Source: an optimization exercise on an open RTL-to-GDS flow (aim: small area, a short achievable clock period and few clock cycles). Production flows keep margins and buffers that such runs may drop. Where RTL was checked, it was by simulation tests only, not by an equivalence proof against the original. Power and IR drop assume default switching activity.

// md_unit
module md_unit (
    input  logic        CLK,
    input  logic        RST_X,
    input  logic        start,
    input  md_pkg::md_op_t op,
    input  logic [31:0] a,
    input  logic [31:0] b,
    output logic        busy,
    output logic        done,
    output logic [31:0] hi,
    output logic [31:0] lo
);
Size in the first run: roughly 1800 cells after synthesis, ~15000 µm² of cells after synthesis.
clock: 5.5 ns
lec_check: 0
cap_margin: 20
cell_pad_in_sites_detail_placement: 1
cell_pad_in_sites_global_placement: 1
core_margin: 2
core_utilization: 30
cts_buf_list: sky130_fd_sc_hd__clkbuf_4 sky130_fd_sc_hd__clkbuf_8
place_density: 0.45
setup_slack_margin: 2.0
slew_margin: 20
tns_end_percent: 5
run.sh (not shown) runs the stock make flow with config.mk's settings and CLKGATE_MAP_FILE= SYNTH_SCRIPT=/design/flow/synth_recipe.tcl, a recipe that flattens the netlist after the stock synthesis.
Then changed:
==> flow/flow/run.sh (new file) <==
#!/bin/bash
# Standard layout, with a lighter ABC mapping script for synthesis (one &nf
# round instead of five delay-driven restructuring rounds). Everything else,
# including the synthesis steps around ABC, is ORFS's and the standard flow's own.
set -euo pipefail
here=$(pwd)
rm -rf "$here/scripts_mod"
cp -r "$FLOW_HOME/scripts" "$here/scripts_mod"
cp "$here/flow/abc_speed.script" "$here/scripts_mod/abc_speed.script"
bash "$here/standard.sh" SCRIPTS_DIR="$here/scripts_mod" finish > "$here/standard_flow.log" 2>&1
==> flow/flow/abc_speed.script (new file) <==
&get -n
&st
&dch
&nf
&put
buffer -c
topo
stime -c
upsize -c
dnsize -c
==> flow/standard.sh (new file) <==
#!/bin/bash
# synth_recipe.tcl (not shown) runs the flow's synth.tcl, then flattens the netlist and writes it again
# the make line also repeats each setting of config.mk as NAME=value (left out here)
make -C /OpenROAD-flow-scripts/flow DESIGN_CONFIG=/design/flow/config.mk WORK_HOME=/design/flow/orfs CLKGATE_MAP_FILE= SYNTH_SCRIPT=/design/flow/synth_recipe.tcl "${@:-finish}"
removed: flow/run.sh
=>
- register-to-register slack loses 0.92 ns
- power drops by a few percent
- routed wire length drops by roughly a tenth
- non-clock buffer count drops by 88
- final area drops by roughly a tenth
- worst setup slack loses 0.92 ns
- clock power climbs by a little under a tenth
- flip-flop and latch count does not change
No functional check of the RTL was part of any run of this note.


## run F
Another version of the RTL of md_unit (not shown whole).
Size in the first run: roughly 2600 cells after synthesis, ~150 flip-flops, roughly 16000 um^2 of cells after synthesis.
==> flow/design.v (excerpt) <==
module md_unit (
    input  logic        CLK,
    input  logic        RST_X,
    input  logic        start,
    input  md_pkg::md_op_t op,
    input  logic [31:0] a,
    input  logic [31:0] b,
    output logic        busy,
    output logic        done,
    output logic [31:0] hi,
    output logic [31:0] lo
);
Settings: LEC_CHECK=0, ABC_AREA=1, CAP_MARGIN=20, CELL_PAD_IN_SITES_DETAIL_PLACEMENT=1, CELL_PAD_IN_SITES_GLOBAL_PLACEMENT=1, CORE_MARGIN=2, CORE_UTILIZATION=30, PLACE_DENSITY=0.45, SETUP_SLACK_MARGIN=2.0, SLEW_MARGIN=20, TNS_END_PERCENT=5; clock period 5.5 ns.
Stock flow here: none of the scripts above is used.
No stage failed in run F, and the final checks on the layout all came back clean.
[inputs] run Z vs run F
Settings: ABC_AREA removed (was 1).
Findings:
Run Z went all the way through synthesis, placement and routing and the layout is clean on timing, DRC and antenna. Re final cell utilization of the core: run Z and run F aren't equal, and the higher value belongs to run Z. Relative to run F, clock buffer count in the final layout has increased by 5 in run Z. Between run F and run Z, the flow reports area after synthesis decreasing by more than 10%. Against run F, run Z comes in 5.4 points higher on relative area change from synthesis to final layout. Changes observed in run Z relative to run F: synthesized cell count moved down, overall power of the completed layout fell by about 9%.
No run of this note included a check of the RTL's function; only the layout flow was run.


== the baseline ==
md_unit, a different RTL version from the one above (not shown whole).
Size: roughly 2100 cells after synthesis, about 120 flip-flops, ~140 I/O pins, about 15000 µm² of cells after synthesis.
Settings: LEC_CHECK=0, CAP_MARGIN=20, CORE_MARGIN=2, CORE_UTILIZATION=30, PLACE_DENSITY=0.45, SETUP_SLACK_MARGIN=2.0, SLEW_MARGIN=20, TNS_END_PERCENT=5; clock period 5.5 ns.
Testbench counts of the baseline, summed over its fixed seeds: cycles 13,466.
Modified inputs, the candidate compared to the baseline
Settings: swapping 2.0 for 1.0 in SETUP_SLACK_MARGIN; putting CELL_PAD_IN_SITES_DETAIL_PLACEMENT at 1 where nothing was set; putting CELL_PAD_IN_SITES_GLOBAL_PLACEMENT at 1 where nothing was set; clearing TNS_END_PERCENT, which used to be 5.
### Flow results
Taking the baseline as the reference, in the candidate synthesized area neither gained nor lost much, minimum setup slack in the final design down 0.48 ns.
Taking the baseline as the reference, in the candidate post-route fraction of the period consumed by the critical path saw an increase; fraction of area in multi-input gates saw an increase.
Compared to the baseline, the routing of the candidate uses more wire.
In the metrics for the baseline and the candidate, the one carrying the lower arrival time at the worst endpoint is the baseline.
Going from the baseline to the candidate, first-iteration DRC count went down; number of detailed-route iterations in the first pass lower.
The candidate vs. the baseline: global-route usage picked up an extra 3.2 points, total power after layout neither gained nor lost much, post-detailed-route count of antenna-violating nets neither gained nor lost much.


Another version of the RTL of md_unit (not shown whole).
Size in the first run: about 1,800 cells after synthesis, roughly 140 I/O pins, roughly 14,000 um2 of cells after synthesis.
make LEC_CHECK=0 CAP_MARGIN=20 CELL_PAD_IN_SITES_DETAIL_PLACEMENT=1 CELL_PAD_IN_SITES_GLOBAL_PLACEMENT=1 CORE_MARGIN=2 CORE_UTILIZATION=30 CTS_BUF_LIST='sky130_fd_sc_hd__clkbuf_4 sky130_fd_sc_hd__clkbuf_8' PLACE_DENSITY=0.45 SETUP_SLACK_MARGIN=1.3 SLEW_MARGIN=20 TNS_END_PERCENT=5 finish   # period 5.5 ns
The baseline finished with capacitance limit, slew limit left.
Testbench counts at the start, summed over its fixed seeds: cycles 13,480.
Change:
==> flow/flow/run.sh (new file) <==
#!/bin/bash
# Standard layout, with a lighter ABC mapping script for synthesis (one &nf
# round instead of five delay-driven restructuring rounds). Everything else,
# including the synthesis steps around ABC, is ORFS's and the standard flow's own.
set -euo pipefail
here=$(pwd)
rm -rf "$here/scripts_mod"
cp -r "$FLOW_HOME/scripts" "$here/scripts_mod"
cp "$here/flow/abc_speed.script" "$here/scripts_mod/abc_speed.script"
bash "$here/standard.sh" SCRIPTS_DIR="$here/scripts_mod" finish > "$here/standard_flow.log" 2>&1
==> flow/flow/abc_speed.script (new file) <==
&get -n
&st
&dch
&nf
&put
buffer -c
topo
stime -c
upsize -c
dnsize -c
==> flow/standard.sh (new file) <==
#!/bin/bash
# synth_recipe.tcl (not shown) runs the flow's synth.tcl, then flattens the netlist and writes it again
# the make line also repeats each setting of config.mk as NAME=value (left out here)
make -C /OpenROAD-flow-scripts/flow DESIGN_CONFIG=/design/flow/config.mk WORK_HOME=/design/flow/orfs CLKGATE_MAP_FILE= SYNTH_SCRIPT=/design/flow/synth_recipe.tcl "${@:-finish}"
--- a/flow/config.mk
+++ b/flow/config.mk
@@ -14,3 +14,3 @@
 export PLACE_DENSITY = 0.45
-export SETUP_SLACK_MARGIN = 1.3
+export SETUP_SLACK_MARGIN = 2.0
 export SLEW_MARGIN = 20
removed: flow/run.sh
=> With this change the flow ran to the end with no violations; sequential share of layout area goes down by 0.75 points; first-iteration DRC count goes up by 10%; cell area goes up by 3.7%; setup slack gains 0.45 ns; total power goes down by 3.5%; global-route usage goes up by 1.2 points; cell count goes down by 2.3%; wire length goes down by 3.7%; clock skew hardly moves; clock-buffer cell count goes down by 1; worst hold slack gains 0.086 ns.
Change:
--- a/flow/config.mk
+++ b/flow/config.mk
@@ -14,3 +14,3 @@
 export PLACE_DENSITY = 0.45
-export SETUP_SLACK_MARGIN = 2.0
+export SETUP_SLACK_MARGIN = 2.4
 export SLEW_MARGIN = 20
Result: Routed wire length barely changes; area after synthesis stays the same; worst setup slack got worse by 0.15 ns; final area went down by 2.1%; clock skew is about the same.


Starting RTL as in the previous note.
==> flow/design.v (excerpt) <==
module md_unit (
    input  logic        CLK,
    input  logic        RST_X,
    input  logic        start,
    input  md_pkg::md_op_t op,
    input  logic [31:0] a,
    input  logic [31:0] b,
    output logic        busy,
    output logic        done,
    output logic [31:0] hi,
    output logic [31:0] lo
);
Settings: LEC_CHECK=0, CAP_MARGIN=20, CELL_PAD_IN_SITES_DETAIL_PLACEMENT=1, CELL_PAD_IN_SITES_GLOBAL_PLACEMENT=1, CORE_MARGIN=2, CORE_UTILIZATION=30, CTS_BUF_LIST=sky130_fd_sc_hd__clkbuf_4 sky130_fd_sc_hd__clkbuf_8, PLACE_DENSITY=0.45, SETUP_SLACK_MARGIN=2.0, SLEW_MARGIN=20, TNS_END_PERCENT=5; clock period 5.5 ns.
standard.sh (not shown) runs the stock make flow with config.mk's settings and CLKGATE_MAP_FILE= SYNTH_SCRIPT=/design/flow/synth_recipe.tcl, a recipe that flattens the netlist after the stock synthesis.
==> flow/flow/run.sh <==
#!/bin/bash
# Standard layout, with a lighter ABC mapping script for synthesis (one &nf
# round instead of five delay-driven restructuring rounds). Everything else,
# including the synthesis steps around ABC, is ORFS's and the standard flow's own.
set -euo pipefail
here=$(pwd)
rm -rf "$here/scripts_mod"
cp -r "$FLOW_HOME/scripts" "$here/scripts_mod"
cp "$here/flow/abc_speed.script" "$here/scripts_mod/abc_speed.script"
bash "$here/standard.sh" SCRIPTS_DIR="$here/scripts_mod" finish > "$here/standard_flow.log" 2>&1
==> flow/flow/abc_speed.script <==
&get -n
&st
&dch
&nf
&put
topo
stime -c
The starting point went through all stages and came out clean.
Testbench counts at the start, summed over its fixed seeds: cycles 13,480.
==> next run, changes <==
==> flow/run.sh (new file) <==
#!/bin/bash
# synth_recipe.tcl (not shown) runs the flow's synth.tcl, then flattens the netlist and writes it again
# the make line also repeats each setting of config.mk as NAME=value (left out here)
make -C /OpenROAD-flow-scripts/flow DESIGN_CONFIG=/design/flow/config.mk WORK_HOME=/design/flow/orfs CLKGATE_MAP_FILE= SYNTH_SCRIPT=/design/flow/synth_recipe.tcl finish
removed: flow/flow/run.sh
removed: flow/flow/abc_speed.script
removed: flow/standard.sh
Synthesized area rose by 13%.
Flip-flop and latch count stays the same.
Non-clock buffer count fell by 3.
Worst hold slack gets worse by 39 ps.
Combinational power rose by 7.1%.
Synthesized cell count rose by 19%.
==> next run, changes <==
CTS_BUF_LIST = unset   (was sky130_fd_sc_hd__clkbuf_4 sky130_fd_sc_hd__clkbuf_8)
SETUP_SLACK_MARGIN = 3.0   (was 2.0)
After rerunning:
- global-route usage goes down by 0.80 points
- non-clock buffer count grows by 13
- worst setup slack improves by 23 ps
- hold slack gets worse by 13 ps
- die area does not change
- total power grows by about 3%
- utilization rose by 1.6 points
- maximum frequency climbs by about 0.6%
- sequential power grows by about 5%
==> next run, changes <==
CORE_UTILIZATION = 35   (was 30)
PLACE_DENSITY = 0.6   (was 0.45)
SETUP_SLACK_MARGIN = 2.0   (was 3.0)
The new run completed with no timing, DRC or antenna violations; via count went up by a few percent; count of clock-buffer cells in the layout increases by 6; sequential share of layout area increases by 0.26 points; global-route usage increases by 3.7 points.


Setup of run 1:
Starting RTL as in the previous note.
Settings: LEC_CHECK=0, CAP_MARGIN=20, CELL_PAD_IN_SITES_DETAIL_PLACEMENT=1, CELL_PAD_IN_SITES_GLOBAL_PLACEMENT=1, CORE_MARGIN=2, CORE_UTILIZATION=30, CTS_BUF_LIST=sky130_fd_sc_hd__clkbuf_4 sky130_fd_sc_hd__clkbuf_8, PLACE_DENSITY=0.45, SETUP_SLACK_MARGIN=2.0, SLEW_MARGIN=20, TNS_END_PERCENT=0; clock period 5.5 ns.
==> flow/flow/run.sh <==
#!/bin/bash
# Standard layout, with a lighter ABC mapping script for synthesis (one &nf
# round instead of five delay-driven restructuring rounds). Everything else,
# including the synthesis steps around ABC, is ORFS's and the standard flow's own.
set -euo pipefail
here=$(pwd)
rm -rf "$here/scripts_mod"
cp -r "$FLOW_HOME/scripts" "$here/scripts_mod"
cp "$here/flow/abc_speed.script" "$here/scripts_mod/abc_speed.script"
bash "$here/standard.sh" SCRIPTS_DIR="$here/scripts_mod" finish > "$here/standard_flow.log" 2>&1
==> flow/flow/abc_speed.script <==
&get -n
&st
&dch
&nf
&put
buffer -c
topo
stime -c
upsize -c
dnsize -c
Both conditions hold for run 1: the flow ran to the end and the final layout passed the timing, DRC and antenna checks.
Testbench counts of run 1, summed over its fixed seeds: cycles 13,480.
Changes in run 2 relative to run 1:
Settings: TNS_END_PERCENT now 5, was 0; SETUP_SLACK_MARGIN now 1.6, was 2.0.
==> flow/run.sh (new file) <==
#!/bin/bash
# synth_recipe.tcl (not shown) runs the flow's synth.tcl, then flattens the netlist and writes it again
# the make line also repeats each setting of config.mk as NAME=value (left out here)
make -C /OpenROAD-flow-scripts/flow DESIGN_CONFIG=/design/flow/config.mk WORK_HOME=/design/flow/orfs CLKGATE_MAP_FILE= SYNTH_SCRIPT=/design/flow/synth_recipe.tcl finish
removed: flow/flow/run.sh
removed: flow/flow/abc_speed.script
removed: flow/standard.sh
Logic gate share of total power, run 1 and run 2, higher one = run 1. When run 2 is set beside run 1, its number of non-clock inverters turns out to be about 40% larger. Post-synthesis share of cell area spent on full adders, half adders and majority gates: run 2 vs run 1 down 0.20 points. Run 1 vs run 2, launching element of the worst setup path: breg[5] vs a[8]. Final worst-path setup slack, run 1 and run 2: lower on run 2. Run 2 | status: complete | timing, DRC, antenna: pass. Between run 1 and run 2, the difference in proportion of power drawn by the clock network is negligible. Diff run 1 and run 2: area of all placed cells without fillers higher in run 2. The die of run 2 is larger than the one used in run 1. Compared run 2 vs run 1, and ratio of cells with drive above 1 in the final layout is down in run 2.
> inputs changed (run 2 -> run 3)
Settings: CTS_BUF_LIST no longer set, was sky130_fd_sc_hd__clkbuf_4 sky130_fd_sc_hd__clkbuf_8; SETUP_SLACK_MARGIN now 2.0, was 1.6.
==> flow/flow/run.sh (new file) <==
#!/bin/bash
# Standard layout, with a lighter ABC mapping script for synthesis (one &nf
# round instead of five delay-driven restructuring rounds). Everything else,
# including the synthesis steps around ABC, is ORFS's and the standard flow's own.
set -euo pipefail
here=$(pwd)
rm -rf "$here/scripts_mod"
cp -r "$FLOW_HOME/scripts" "$here/scripts_mod"
cp "$here/flow/abc_speed.script" "$here/scripts_mod/abc_speed.script"
bash "$here/standard.sh" SCRIPTS_DIR="$here/scripts_mod" finish > "$here/standard_flow.log" 2>&1
==> flow/flow/abc_speed.script (new file) <==
&get -n
&st
&dch
&nf
&put
buffer -c
topo
stime -c
upsize -c
dnsize -c
==> flow/standard.sh (new file) <==
#!/bin/bash
# synth_recipe.tcl (not shown) runs the flow's synth.tcl, then flattens the netlist and writes it again
# the make line also repeats each setting of config.mk as NAME=value (left out here)
make -C /OpenROAD-flow-scripts/flow DESIGN_CONFIG=/design/flow/config.mk WORK_HOME=/design/flow/orfs CLKGATE_MAP_FILE= SYNTH_SCRIPT=/design/flow/synth_recipe.tcl "${@:-finish}"
removed: flow/run.sh
Findings:
- Vias: run 3 fewer than run 2
- In the final design statistics, run 3 uses fewer standard cells in total than run 2.
- | total track usage | run 2 vs run 3 | ≈ equal |
- Total count of max-transition violations in the final report: run 3 vs run 2 identical
- [compare] base=run 2 new=run 3: area growth from synthesis to final layout moved up, share of final layout cell area taken by clock buffers and inverters grew by 0.97 points.
- Comparing run 2 and run 3, the lower number of vias per cell after detailed routing was measured on run 3.
- From run 2 to run 3 the numbers moved as follows: total of plain and repair buffers excluding clock buffers went up; routed wire length went down.
Here is what was changed in the inputs of run 4 compared with run 3.
==> flow/run.sh (new file) <==
#!/bin/bash
# synth_recipe.tcl (not shown) runs the flow's synth.tcl, then flattens the netlist and writes it again
# the make line also repeats each setting of config.mk as NAME=value (left out here)
make -C /OpenROAD-flow-scripts/flow DESIGN_CONFIG=/design/flow/config.mk WORK_HOME=/design/flow/orfs CLKGATE_MAP_FILE= SYNTH_SCRIPT=/design/flow/synth_recipe.tcl finish
removed: flow/flow/run.sh
removed: flow/flow/abc_speed.script
removed: flow/standard.sh
==> comparison <==
In run 4 the number of tapcells turned out 3.9% higher than in run 3. Run 4 vs run 3, start-to-end type of the worst setup path: reg2reg vs in2reg. Between run 4 and run 3, it is run 4 whose global-route usage is higher, by 0.50 points. Looking only at total power, and setting everything else aside, the higher value of run 3 and run 4 goes to run 4. Run 4 ends up with higher count of clock-buffer cells in the layout than run 3 does. Status: area of all sequential standard cells parity (run 3, run 4). Higher largest stage delay on the critical path among run 3 and run 4: run 3.

## what the ideal ports hide
No port has a modelled driver above. Below, the same layouts with a new extraction and two added sets of constraints.
Step 1, drivers: a clkbuf_16 drives CLK and a buf_2 each remaining input, both assumed.
Step 2 adds t to the input delays and takes it off the output delays; t is the mean of the earliest and latest rising clock arrival at the registers after step 1. Input paths then give back, and output paths get back, about the clock's delay inside the block.
Three values: ideal, step 1, step 2; two values: the first two.
| run | shift t [ns] | setup slack, ns | worst setup path after step 2 | clock arrival spread, ns |
|---|---|---|---|---|
| the first run of note 1 | 0.652 | 1.913 / 1.913 / 1.263 | input to register | 0.024 / 0.024 |
| the second run of note 1 | 0.627 | 0.990 / 0.990 / 0.619 | input to register | 0.017 / 0.017 |
| run F | 0.565 | 1.840 / 1.840 / 1.393 | input to register | 0.020 / 0.019 |
| run Z | 0.569 | 1.719 / 1.739 / 1.171 | input to register | 0.019 / 0.019 |
| the baseline | 0.520 | 1.489 / 1.489 / 1.069 | input to register | 0.015 / 0.015 |
| the candidate | 0.557 | 1.014 / 1.027 / 0.495 | input to register | 0.015 / 0.016 |
| the first run of note 4 | 0.643 | 1.291 / 1.292 / 0.676 | input to register | 0.033 / 0.033 |
| the second run of note 4 | 0.631 | 1.746 / 1.746 / 1.162 | input to register | 0.030 / 0.030 |
| the third run of note 4 | 0.635 | 1.591 / 1.591 / 1.035 | input to register | 0.028 / 0.027 |
| the first run of note 5 | 0.583 | 1.621 / 1.621 / 1.118 | input to register | 0.022 / 0.022 |
| the second run of note 5 | 0.639 | 1.757 / 1.788 / 1.149 | input to register | 0.026 / 0.026 |
| the third run of note 5 | 0.565 | 1.780 / 1.793 / 1.228 | input to register | 0.019 / 0.019 |
| the fourth run of note 5 | 0.526 | 1.791 / 1.811 / 1.285 | input to register | 0.014 / 0.014 |
| run 1 | 0.623 | 1.575 / 1.575 / 1.029 | input to register | 0.021 / 0.021 |
| run 2 | 0.629 | 1.391 / 1.417 / 0.787 | input to register | 0.029 / 0.029 |
| run 3 | 0.560 | 1.639 / 1.674 / 1.114 | input to register | 0.019 / 0.020 |
| run 4 | 0.572 | 1.727 / 1.727 / 1.196 | input to register | 0.016 / 0.016 |
The setup slack of the first run of note 1, which loses most, moves by 0.000 ns with the drivers and by -0.650 ns with both steps.
